What follows belongs to an exercise in optimizing a design on an open flow for small area, a short achievable clock period and few clock cycles per item; a production flow would make more cautious choices.
RTL that was checked went through simulation tests only; none was proved equivalent to the original.
No driver is modelled on the clock port, so clock power and skew are understated where the tree is cut down; a real chip needs a root buffer or a tree.
Power figures rest on the tool's default switching activity, not on a simulated workload.

==> module reg_bank, before the edit <==
module reg_bank #(
    parameter int ADDR_WIDTH = 6,
    parameter int DATA_WIDTH = 32
) (
    input  wire                                            ACLK,
    input  wire                                            ARESET,
    input  logic [DATA_WIDTH/reg_bank_pkg::BYTE_BITS-1:0]  wr_lane,    
    input  logic [(1<<(ADDR_WIDTH-reg_bank_pkg::WORD_SHIFT))-1:0] wr_sel,   
    input  logic [DATA_WIDTH-1:0]                          wr_data,
    input  logic [(1<<(ADDR_WIDTH-reg_bank_pkg::WORD_SHIFT))-1:0] rd_sel,   
    output logic [DATA_WIDTH-1:0]                          rd_data
);
    localparam int NUM_REGS  = 1 << (ADDR_WIDTH - reg_bank_pkg::WORD_SHIFT);
    localparam int NUM_LANES = DATA_WIDTH / reg_bank_pkg::BYTE_BITS;
    localparam int BB        = reg_bank_pkg::BYTE_BITS;
    logic [DATA_WIDTH-1:0] regs [NUM_REGS];
    logic clr_q;
    always_ff @(posedge ACLK) begin
        clr_q <= ARESET;
    end
    always_ff @(posedge ACLK) begin
        for (int i = 0; i < NUM_REGS; i++) begin
            for (int b = 0; b < NUM_LANES; b++) begin
                if (clr_q || (wr_lane[b] && wr_sel[i])) begin
                    regs[i][b*BB +: BB] <= clr_q ? '0 : wr_data[b*BB +: BB];
                end
            end
        end
    end
    always_comb begin
        rd_data = '0;
        for (int i = 0; i < NUM_REGS; i++) begin
            rd_data = rd_data | (regs[i] & {DATA_WIDTH{rd_sel[i]}});
        end
    end
endmodule
==> module axil_write_ctrl, before the edit <==
module axil_write_ctrl #(
    parameter int ADDR_WIDTH = 6,
    parameter int DATA_WIDTH = 32
) (
    input  wire                                            ACLK,
    input  wire                                            ARESET,
    input  logic [ADDR_WIDTH-1:0]                          AWADDR,
    input  logic                                           AWVALID,
    output logic                                           AWREADY,
    input  logic [DATA_WIDTH-1:0]                          WDATA,
    input  logic [DATA_WIDTH/reg_bank_pkg::BYTE_BITS-1:0]  WSTRB,
    input  logic                                           WVALID,
    output logic                                           WREADY,
    output logic [1:0]                                     BRESP,
    output logic                                           BVALID,
    input  logic                                           BREADY,
    output logic [DATA_WIDTH/reg_bank_pkg::BYTE_BITS-1:0]  wr_lane,
    output logic [(1<<(ADDR_WIDTH-reg_bank_pkg::WORD_SHIFT))-1:0] wr_sel,   
    output logic [DATA_WIDTH-1:0]                          wr_data
);
    localparam int IW    = ADDR_WIDTH - reg_bank_pkg::WORD_SHIFT;
    localparam int LANES = DATA_WIDTH / reg_bank_pkg::BYTE_BITS;
    logic             aw_v, w_v;          
    logic [IW-1:0]    aw_idx;
    logic [DATA_WIDTH-1:0] w_data;
    logic [LANES-1:0] w_strb;
    logic             awready_q, wready_q, bvalid_q;
    logic [1:0]       bc;                 
    logic aw_hs, w_hs, b_hs, pend;
    logic aw_v_n, w_v_n, pend_n;
    logic [1:0] bc_n;
    logic room_n;
    assign pend  = aw_v & w_v;            
    assign aw_hs = AWVALID & awready_q;
    assign w_hs  = WVALID & wready_q;
    assign b_hs  = bvalid_q & BREADY;
    always_comb begin
        aw_v_n = aw_hs | (aw_v & ~pend);
        w_v_n  = w_hs | (w_v & ~pend);
        pend_n = aw_v_n & w_v_n;
        bc_n   = bc + {1'b0, pend} - {1'b0, b_hs};
        room_n = (bc_n == 2'd0) | ((bc_n == 2'd1) & ~pend_n);
    end
    always_ff @(posedge ACLK) begin
        if (ARESET) begin
            aw_v      <= 1'b0;
            w_v       <= 1'b0;
            bc        <= 2'd0;
            bvalid_q  <= 1'b0;
            awready_q <= 1'b1;
            wready_q  <= 1'b1;
        end else begin
            aw_v      <= aw_v_n;
            w_v       <= w_v_n;
            bc        <= bc_n;
            bvalid_q  <= (bc_n != 2'd0) | pend_n;
            awready_q <= (~aw_v_n | pend_n) & room_n;
            wready_q  <= (~w_v_n | pend_n) & room_n;
        end
    end
    always_ff @(posedge ACLK) begin
        if (aw_hs) begin
            aw_idx <= AWADDR[ADDR_WIDTH-1:reg_bank_pkg::WORD_SHIFT];
        end
        if (w_hs) begin
            w_data <= WDATA;
            w_strb <= WSTRB;
        end
    end
    always_comb begin
        for (int i = 0; i < (1<<IW); i++) begin
            wr_sel[i] = (aw_idx == i);
        end
    end
    assign wr_lane = w_strb & {LANES{pend}};
    assign wr_data = w_data;
    assign AWREADY = awready_q;
    assign WREADY  = wready_q;
    assign BVALID  = bvalid_q;
    assign BRESP   = reg_bank_pkg::RESP_OKAY;
endmodule
==> flow/config.mk <==
export PLATFORM = sky130hd
export DESIGN_NAME = axil_reg_slave
export DESIGN_NICKNAME = axil_reg_slave
export VERILOG_FILES = /design/flow/design.v
export SDC_FILE = /design/flow/constraint.sdc
export NUM_CORES = 4
export LEC_CHECK = 0
export CAP_MARGIN = 20
export CORE_MARGIN = 2
export CORE_UTILIZATION = 55
export CTS_CLUSTER_DIAMETER = 150
export CTS_CLUSTER_SIZE = 30
export SETUP_SLACK_MARGIN = 2.2
export SLEW_MARGIN = 20
==> flow/constraint.sdc <==
create_clock -name core_clock -period 4.0 [get_ports {ACLK}]
set_input_delay 0.8000 -clock core_clock [delete_from_list [all_inputs] [get_ports {ACLK}]]
set_output_delay 0.8000 -clock core_clock [all_outputs]
set_load 0.01 [all_outputs]
standard.sh (not shown) runs the stock make flow with config.mk's settings and CLKGATE_MAP_FILE= SYNTH_SCRIPT=/design/flow/synth_recipe.tcl, a recipe that flattens the netlist after the stock synthesis.
==> flow/flow/run.sh <==
#!/bin/bash
# Standard layout with three changes: the ports are buffered by plain buffers
# instead of the delay cell buffer_ports picks by default, CTS adds no dummy
# loads, and the clock tree's root buffer is dropped after CTS (pre_cts.tcl).
set -euo pipefail
cp config.mk own_config.mk
cat flow/extra.mk >> own_config.mk
echo "export PRE_CTS_TCL = $(pwd)/flow/pre_cts.tcl" >> own_config.mk
echo "export FLOW_CLOCK_PORT = ACLK" >> own_config.mk
sed 's#DESIGN_CONFIG=\([^ ]*\)/config\.mk#DESIGN_CONFIG=\1/own_config.mk#' standard.sh > own_standard.sh
grep -q own_config.mk own_standard.sh
bash own_standard.sh > standard.log 2>&1
==> flow/flow/extra.mk <==
export BUFFER_PORTS_ARGS = -buffer_cell sky130_fd_sc_hd__buf_2
export CTS_ARGS = -sink_clustering_enable -repair_clock_nets -sink_clustering_size 30 -sink_clustering_max_diameter 150 -dont_use_dummy_load
==> flow/flow/pre_cts.tcl <==
proc drop_clock_root {} {
  set block [ord::get_db_block]
  set clk [$block findNet $::env(FLOW_CLOCK_PORT)]
  set roots {}
  foreach it [$clk getITerms] { if {[$it isInputSignal]} { lappend roots [$it getInst] } }
  if {[llength $roots] != 1} { puts "drop_clock_root: [llength $roots] roots, left as is"; return }
  set root [lindex $roots 0]
  set rootnet ""
  foreach it [$root getITerms] { if {[$it isOutputSignal]} { set rootnet [$it getNet] } }
  set loads {}
  foreach it [$rootnet getITerms] { if {[$it isInputSignal]} { lappend loads $it } }
  if {[llength $loads] > 4 || [llength [$rootnet getBTerms]] > 0} { puts "drop_clock_root: [llength $loads] loads, left as is"; return }
  foreach it $loads {
    if {![string match "*clkbuf*" [[[$it getInst] getMaster] getName]]} { puts "drop_clock_root: root drives a non-buffer, left as is"; return }
  }
  foreach it $loads { $it disconnect; $it connect $clk }
  puts "drop_clock_root: removed [$root getName], [llength $loads] buffers now on the clock port"
  odb::dbInst_destroy $root
  odb::dbNet_destroy $rootnet
}

rename clock_tree_synthesis orig_clock_tree_synthesis
proc clock_tree_synthesis {args} {
  orig_clock_tree_synthesis {*}$args
  drop_clock_root
}
Testbench counts at the start, summed over its fixed seeds: cycles 3,216, items 6,400.
Next try:
--- a/flow/design.v
+++ b/flow/design.v
@@ -32,7 +32,7 @@
         for (int i = 0; i < NUM_REGS; i++) begin
             for (int b = 0; b < NUM_LANES; b++) begin
                 if (clr_q || (wr_lane[b] && wr_sel[i])) begin
-                    regs[i][b*BB +: BB] <= clr_q ? '0 : wr_data[b*BB +: BB];
+                    regs[i][b*BB +: BB] <= wr_data[b*BB +: BB];
                 end
             end
         end
@@ -74,12 +74,12 @@
     logic [DATA_WIDTH-1:0] w_data;
     logic [LANES-1:0] w_strb;
     logic             awready_q, wready_q, bvalid_q;
+    logic             pend;               
     logic [1:0]       bc;                 
-    logic aw_hs, w_hs, b_hs, pend;
+    logic aw_hs, w_hs, b_hs;
     logic aw_v_n, w_v_n, pend_n;
     logic [1:0] bc_n;
     logic room_n;
-    assign pend  = aw_v & w_v;            
     assign aw_hs = AWVALID & awready_q;
     assign w_hs  = WVALID & wready_q;
     assign b_hs  = bvalid_q & BREADY;
@@ -95,6 +95,7 @@
             aw_v      <= 1'b0;
             w_v       <= 1'b0;
             bc        <= 2'd0;
+            pend      <= 1'b0;
             bvalid_q  <= 1'b0;
             awready_q <= 1'b1;
             wready_q  <= 1'b1;
@@ -102,6 +103,7 @@
             aw_v      <= aw_v_n;
             w_v       <= w_v_n;
             bc        <= bc_n;
+            pend      <= pend_n;
             bvalid_q  <= (bc_n != 2'd0) | pend_n;
             awready_q <= (~aw_v_n | pend_n) & room_n;
             wready_q  <= (~w_v_n | pend_n) & room_n;
@@ -111,8 +113,12 @@
         if (aw_hs) begin
             aw_idx <= AWADDR[ADDR_WIDTH-1:reg_bank_pkg::WORD_SHIFT];
         end
+        if (ARESET) begin
+            w_data <= '0;
+        end else if (w_hs) begin
+            w_data <= WDATA;
+        end
         if (w_hs) begin
-            w_data <= WDATA;
             w_strb <= WSTRB;
         end
     end
Area after synthesis shrinks by 0.81%. Setup slack loses 0.058 ns. Clock power is about the same. Combinational power shrinks by about 10%. Via count grows by 2.3%. Maximum frequency shrinks by 3.1%. Wire length shrinks by 2.4%. Die area shrinks by 0.79%.
The RTL of the second run of this note was laid out without a check of its function.

========
Another version of the RTL of axil_reg_slave (not shown whole).
For scale: about 1,200 cells after synthesis, about 21,000 sq um of cells after synthesis.
==> module reg_bank, before the edit <==
module reg_bank #(
    parameter int ADDR_WIDTH = 6,
    parameter int DATA_WIDTH = 32
) (
    input  wire                                            ACLK,
    input  wire                                            ARESET,
    input  logic [DATA_WIDTH/reg_bank_pkg::BYTE_BITS-1:0]  wr_lane,    
    input  logic [ADDR_WIDTH-reg_bank_pkg::WORD_SHIFT-1:0] wr_index,
    input  logic [DATA_WIDTH-1:0]                          wr_data,
    input  logic [(1<<(ADDR_WIDTH-reg_bank_pkg::WORD_SHIFT))-1:0] rd_sel,   
    output logic [DATA_WIDTH-1:0]                          rd_data
);
    localparam int NUM_REGS  = 1 << (ADDR_WIDTH - reg_bank_pkg::WORD_SHIFT);
    localparam int NUM_LANES = DATA_WIDTH / reg_bank_pkg::BYTE_BITS;
    localparam int BB        = reg_bank_pkg::BYTE_BITS;
    logic [DATA_WIDTH-1:0] regs [NUM_REGS];
    always_ff @(posedge ACLK) begin
        for (int i = 0; i < NUM_REGS; i++) begin
            for (int b = 0; b < NUM_LANES; b++) begin
                if (ARESET || (wr_lane[b] && wr_index == i)) begin
                    regs[i][b*BB +: BB] <= ARESET ? '0 : wr_data[b*BB +: BB];
                end
            end
        end
    end
    always_comb begin
        rd_data = '0;
        for (int i = 0; i < NUM_REGS; i++) begin
            rd_data = rd_data | (regs[i] & {DATA_WIDTH{rd_sel[i]}});
        end
    end
endmodule
==> module axil_read_ctrl, before the edit <==
module axil_read_ctrl #(
    parameter int ADDR_WIDTH = 6,
    parameter int DATA_WIDTH = 32
) (
    input  wire                                            ACLK,
    input  wire                                            ARESET,
    input  logic [ADDR_WIDTH-1:0]                          ARADDR,
    input  logic                                           ARVALID,
    output logic                                           ARREADY,
    output logic [DATA_WIDTH-1:0]                          RDATA,
    output logic [1:0]                                     RRESP,
    output logic                                           RVALID,
    input  logic                                           RREADY,
    output logic [(1<<(ADDR_WIDTH-reg_bank_pkg::WORD_SHIFT))-1:0] rd_sel,
    input  logic [DATA_WIDTH-1:0]                          rd_data
);
    localparam int IW = ADDR_WIDTH - reg_bank_pkg::WORD_SHIFT;
    logic                  arready_q, rvalid_q;
    logic                  qv0, qv1;         
    logic [IW-1:0]         q0, q1;           
    logic [DATA_WIDTH-1:0] rdata_q;
    logic [IW-1:0]         q0_n;
    logic [(1<<IW)-1:0]    sel_q;            
    logic ar_hs, ld;
    logic qv0_n, qv1_n;
    assign ar_hs = ARVALID & arready_q;
    assign ld    = qv0 & (~rvalid_q | RREADY);    
    always_comb begin
        qv0_n = (qv0 & ~ld) | qv1 | ar_hs;
        qv1_n = (qv1 & ~ld) | (ar_hs & qv0 & ~ld);
    end
    always_ff @(posedge ACLK) begin
        if (ARESET) begin
            qv0       <= 1'b0;
            qv1       <= 1'b0;
            rvalid_q  <= 1'b0;
            arready_q <= 1'b1;
        end else begin
            qv0       <= qv0_n;
            qv1       <= qv1_n;
            rvalid_q  <= ld | (rvalid_q & ~RREADY);
            arready_q <= ~qv1_n;
        end
    end
    assign q0_n = (ld || !qv0) ? (qv1 ? q1 : ARADDR[ADDR_WIDTH-1:reg_bank_pkg::WORD_SHIFT]) : q0;
    always_ff @(posedge ACLK) begin
        q0 <= q0_n;
        for (int i = 0; i < (1<<IW); i++) begin
            sel_q[i] <= (q0_n == i);
        end
        if (ld || !qv1) begin
            q1 <= ARADDR[ADDR_WIDTH-1:reg_bank_pkg::WORD_SHIFT];
        end
        if (ld) begin
            rdata_q <= rd_data;
        end
    end
    assign rd_sel   = sel_q;
    assign RDATA    = rdata_q;
    assign RVALID   = rvalid_q;
    assign ARREADY  = arready_q;
    assign RRESP    = reg_bank_pkg::RESP_OKAY;
endmodule
==> module axil_reg_slave, before the edit <==
module axil_reg_slave #(
    parameter int ADDR_WIDTH = 6,
    parameter int DATA_WIDTH = 32
) (
    input  wire                                            ACLK,
    input  wire                                            ARESET,
    input  logic [ADDR_WIDTH-1:0]                          AWADDR,
    input  logic                                           AWVALID,
    output logic                                           AWREADY,
    input  logic [DATA_WIDTH-1:0]                          WDATA,
    input  logic [DATA_WIDTH/reg_bank_pkg::BYTE_BITS-1:0]  WSTRB,
    input  logic                                           WVALID,
    output logic                                           WREADY,
    output logic [1:0]                                     BRESP,
    output logic                                           BVALID,
    input  logic                                           BREADY,
    input  logic [ADDR_WIDTH-1:0]                          ARADDR,
    input  logic                                           ARVALID,
    output logic                                           ARREADY,
    output logic [DATA_WIDTH-1:0]                          RDATA,
    output logic [1:0]                                     RRESP,
    output logic                                           RVALID,
    input  logic                                           RREADY
);
    logic [DATA_WIDTH/reg_bank_pkg::BYTE_BITS-1:0]  wr_lane;
    logic [ADDR_WIDTH-reg_bank_pkg::WORD_SHIFT-1:0] wr_index;
    logic [DATA_WIDTH-1:0]            wr_data;
    logic [(1<<(ADDR_WIDTH-reg_bank_pkg::WORD_SHIFT))-1:0] rd_sel;
    logic [DATA_WIDTH-1:0]            rd_data;
    axil_write_ctrl #(
        .ADDR_WIDTH (ADDR_WIDTH),
        .DATA_WIDTH (DATA_WIDTH)
    ) u_write_ctrl (
        .ACLK     (ACLK),
        .ARESET   (ARESET),
        .AWADDR   (AWADDR),
        .AWVALID  (AWVALID),
        .AWREADY  (AWREADY),
        .WDATA    (WDATA),
        .WSTRB    (WSTRB),
        .WVALID   (WVALID),
        .WREADY   (WREADY),
        .BRESP    (BRESP),
        .BVALID   (BVALID),
        .BREADY   (BREADY),
        .wr_lane  (wr_lane),
        .wr_index (wr_index),
        .wr_data  (wr_data)
    );
    axil_read_ctrl #(
        .ADDR_WIDTH (ADDR_WIDTH),
        .DATA_WIDTH (DATA_WIDTH)
    ) u_read_ctrl (
        .ACLK     (ACLK),
        .ARESET   (ARESET),
        .ARADDR   (ARADDR),
        .ARVALID  (ARVALID),
        .ARREADY  (ARREADY),
        .RDATA    (RDATA),
        .RRESP    (RRESP),
        .RVALID   (RVALID),
        .RREADY   (RREADY),
        .rd_sel   (rd_sel),
        .rd_data  (rd_data)
    );
    reg_bank #(
        .ADDR_WIDTH (ADDR_WIDTH),
        .DATA_WIDTH (DATA_WIDTH)
    ) u_reg_bank (
        .ACLK     (ACLK),
        .ARESET   (ARESET),
        .wr_lane  (wr_lane),
        .wr_index (wr_index),
        .wr_data  (wr_data),
        .rd_sel   (rd_sel),
        .rd_data  (rd_data)
    );
endmodule
clock: 4.0 ns
lec_check: 0
cap_margin: 20
core_margin: 2
core_utilization: 40
setup_slack_margin: 2.2
slew_margin: 20
run.sh (not shown) runs the stock make flow with config.mk's settings and CLKGATE_MAP_FILE= SYNTH_SCRIPT=/design/flow/synth_recipe.tcl, a recipe that flattens the netlist after the stock synthesis.
Stock flow here: none of the scripts above is used.
The starting point passed the timing, design-rule and antenna checks.
Edit:
--- a/flow/design.v
+++ b/flow/design.v
@@ -14,13 +14,13 @@
 ) (
     input  wire                                            ACLK,
     input  wire                                            ARESET,
     input  logic [DATA_WIDTH/reg_bank_pkg::BYTE_BITS-1:0]  wr_lane,    
     input  logic [ADDR_WIDTH-reg_bank_pkg::WORD_SHIFT-1:0] wr_index,
     input  logic [DATA_WIDTH-1:0]                          wr_data,
-    input  logic [(1<<(ADDR_WIDTH-reg_bank_pkg::WORD_SHIFT))-1:0] rd_sel,   
+    input  logic [ADDR_WIDTH-reg_bank_pkg::WORD_SHIFT-1:0] rd_index,
     output logic [DATA_WIDTH-1:0]                          rd_data
 );
     localparam int NUM_REGS  = 1 << (ADDR_WIDTH - reg_bank_pkg::WORD_SHIFT);
     localparam int NUM_LANES = DATA_WIDTH / reg_bank_pkg::BYTE_BITS;
     localparam int BB        = reg_bank_pkg::BYTE_BITS;
     logic [DATA_WIDTH-1:0] regs [NUM_REGS];
@@ -33,13 +33,13 @@
             end
         end
     end
     always_comb begin
         rd_data = '0;
         for (int i = 0; i < NUM_REGS; i++) begin
-            rd_data = rd_data | (regs[i] & {DATA_WIDTH{rd_sel[i]}});
+            rd_data = rd_data | (regs[i] & {DATA_WIDTH{rd_index == i}});
         end
     end
 endmodule
 `default_nettype wire
 `timescale 1ns/1ns
 `default_nettype none
@@ -127,22 +127,20 @@
     input  logic                                           ARVALID,
     output logic                                           ARREADY,
     output logic [DATA_WIDTH-1:0]                          RDATA,
     output logic [1:0]                                     RRESP,
     output logic                                           RVALID,
     input  logic                                           RREADY,
-    output logic [(1<<(ADDR_WIDTH-reg_bank_pkg::WORD_SHIFT))-1:0] rd_sel,
+    output logic [ADDR_WIDTH-reg_bank_pkg::WORD_SHIFT-1:0] rd_index,
     input  logic [DATA_WIDTH-1:0]                          rd_data
 );
     localparam int IW = ADDR_WIDTH - reg_bank_pkg::WORD_SHIFT;
     logic                  arready_q, rvalid_q;
     logic                  qv0, qv1;         
     logic [IW-1:0]         q0, q1;           
     logic [DATA_WIDTH-1:0] rdata_q;
-    logic [IW-1:0]         q0_n;
-    logic [(1<<IW)-1:0]    sel_q;            
     logic ar_hs, ld;
     logic qv0_n, qv1_n;
     assign ar_hs = ARVALID & arready_q;
     assign ld    = qv0 & (~rvalid_q | RREADY);    
     always_comb begin
         qv0_n = (qv0 & ~ld) | qv1 | ar_hs;
@@ -158,26 +156,24 @@
             qv0       <= qv0_n;
             qv1       <= qv1_n;
             rvalid_q  <= ld | (rvalid_q & ~RREADY);
             arready_q <= ~qv1_n;
         end
     end
-    assign q0_n = (ld || !qv0) ? (qv1 ? q1 : ARADDR[ADDR_WIDTH-1:reg_bank_pkg::WORD_SHIFT]) : q0;
-    always_ff @(posedge ACLK) begin
-        q0 <= q0_n;
-        for (int i = 0; i < (1<<IW); i++) begin
-            sel_q[i] <= (q0_n == i);
+    always_ff @(posedge ACLK) begin
+        if (ld || !qv0) begin
+            q0 <= qv1 ? q1 : ARADDR[ADDR_WIDTH-1:reg_bank_pkg::WORD_SHIFT];
         end
         if (ld || !qv1) begin
             q1 <= ARADDR[ADDR_WIDTH-1:reg_bank_pkg::WORD_SHIFT];
         end
         if (ld) begin
             rdata_q <= rd_data;
         end
     end
-    assign rd_sel   = sel_q;
+    assign rd_index = q0;
     assign RDATA    = rdata_q;
     assign RVALID   = rvalid_q;
     assign ARREADY  = arready_q;
     assign RRESP    = reg_bank_pkg::RESP_OKAY;
 endmodule
 `default_nettype wire
@@ -207,13 +203,13 @@
     output logic                                           RVALID,
     input  logic                                           RREADY
 );
     logic [DATA_WIDTH/reg_bank_pkg::BYTE_BITS-1:0]  wr_lane;
     logic [ADDR_WIDTH-reg_bank_pkg::WORD_SHIFT-1:0] wr_index;
     logic [DATA_WIDTH-1:0]            wr_data;
-    logic [(1<<(ADDR_WIDTH-reg_bank_pkg::WORD_SHIFT))-1:0] rd_sel;
+    logic [ADDR_WIDTH-reg_bank_pkg::WORD_SHIFT-1:0] rd_index;
     logic [DATA_WIDTH-1:0]            rd_data;
     axil_write_ctrl #(
         .ADDR_WIDTH (ADDR_WIDTH),
         .DATA_WIDTH (DATA_WIDTH)
     ) u_write_ctrl (
         .ACLK     (ACLK),
@@ -242,23 +238,23 @@
         .ARVALID  (ARVALID),
         .ARREADY  (ARREADY),
         .RDATA    (RDATA),
         .RRESP    (RRESP),
         .RVALID   (RVALID),
         .RREADY   (RREADY),
-        .rd_sel   (rd_sel),
+        .rd_index (rd_index),
         .rd_data  (rd_data)
     );
     reg_bank #(
         .ADDR_WIDTH (ADDR_WIDTH),
         .DATA_WIDTH (DATA_WIDTH)
     ) u_reg_bank (
         .ACLK     (ACLK),
         .ARESET   (ARESET),
         .wr_lane  (wr_lane),
         .wr_index (wr_index),
         .wr_data  (wr_data),
-        .rd_sel   (rd_sel),
+        .rd_index (rd_index),
         .rd_data  (rd_data)
     );
 endmodule
 `default_nettype wire
=> The new run finished with timing, DRC and antenna clean; hold slack loses 0.013 ns; worst setup slack loses 0.18 ns; total power is lower slightly; register-to-register slack loses 0.23 ns; clock-buffer cell count stays the same.
Testbench counts after the change, summed over its fixed seeds: cycles 3,216, items 6,400.
Only the layout flow was run in the first run of this note; the RTL was not checked for function there.

## separate check: timing with driven ports
No port has a modelled driver above. Below, the same layouts with a new extraction and two added sets of constraints. Step 1 (the two cells are an assumption about what drives the block):
set clk [get_ports {ACLK}]
set_driving_cell -lib_cell sky130_fd_sc_hd__clkbuf_16 $clk
set_driving_cell -lib_cell sky130_fd_sc_hd__buf_2 [delete_from_list [all_inputs] $clk]
Step 2 moves the port delays by t, midway between the first and last clock arrival at a register: inputs arrive t later, outputs are due t later. That takes back most of the time a late clock gives input paths. Three values: ideal, step 1, step 2; two values: the first two.
run | shift t [ns] | slack for setup (ns) | worst setup path at the end | clock arrival spread, ns | slew at the worst register clock pin (ns)
the first run of note 1 | 0.507 | 2.179 / 2.179 / 1.815 | input to register | 0.030 / 0.030 | 0.11 / 0.11
the second run of note 1 | 0.506 | 2.120 / 2.120 / 1.778 | input to register | 0.032 / 0.031 | 0.11 / 0.11
the first run of note 2 | 0.658 | 2.052 / 2.000 / 1.552 | input to register | 0.016 / 0.016 | 0.07 / 0.07
the second run of note 2 | 0.653 | 1.875 / 1.875 / 1.594 | input to register | 0.025 / 0.025 | 0.07 / 0.07
After both steps every run listed still meets setup and hold. For the first run of note 2, which loses most, drivers alone change the setup slack by -0.052 ns; drivers and shift together by -0.500 ns.
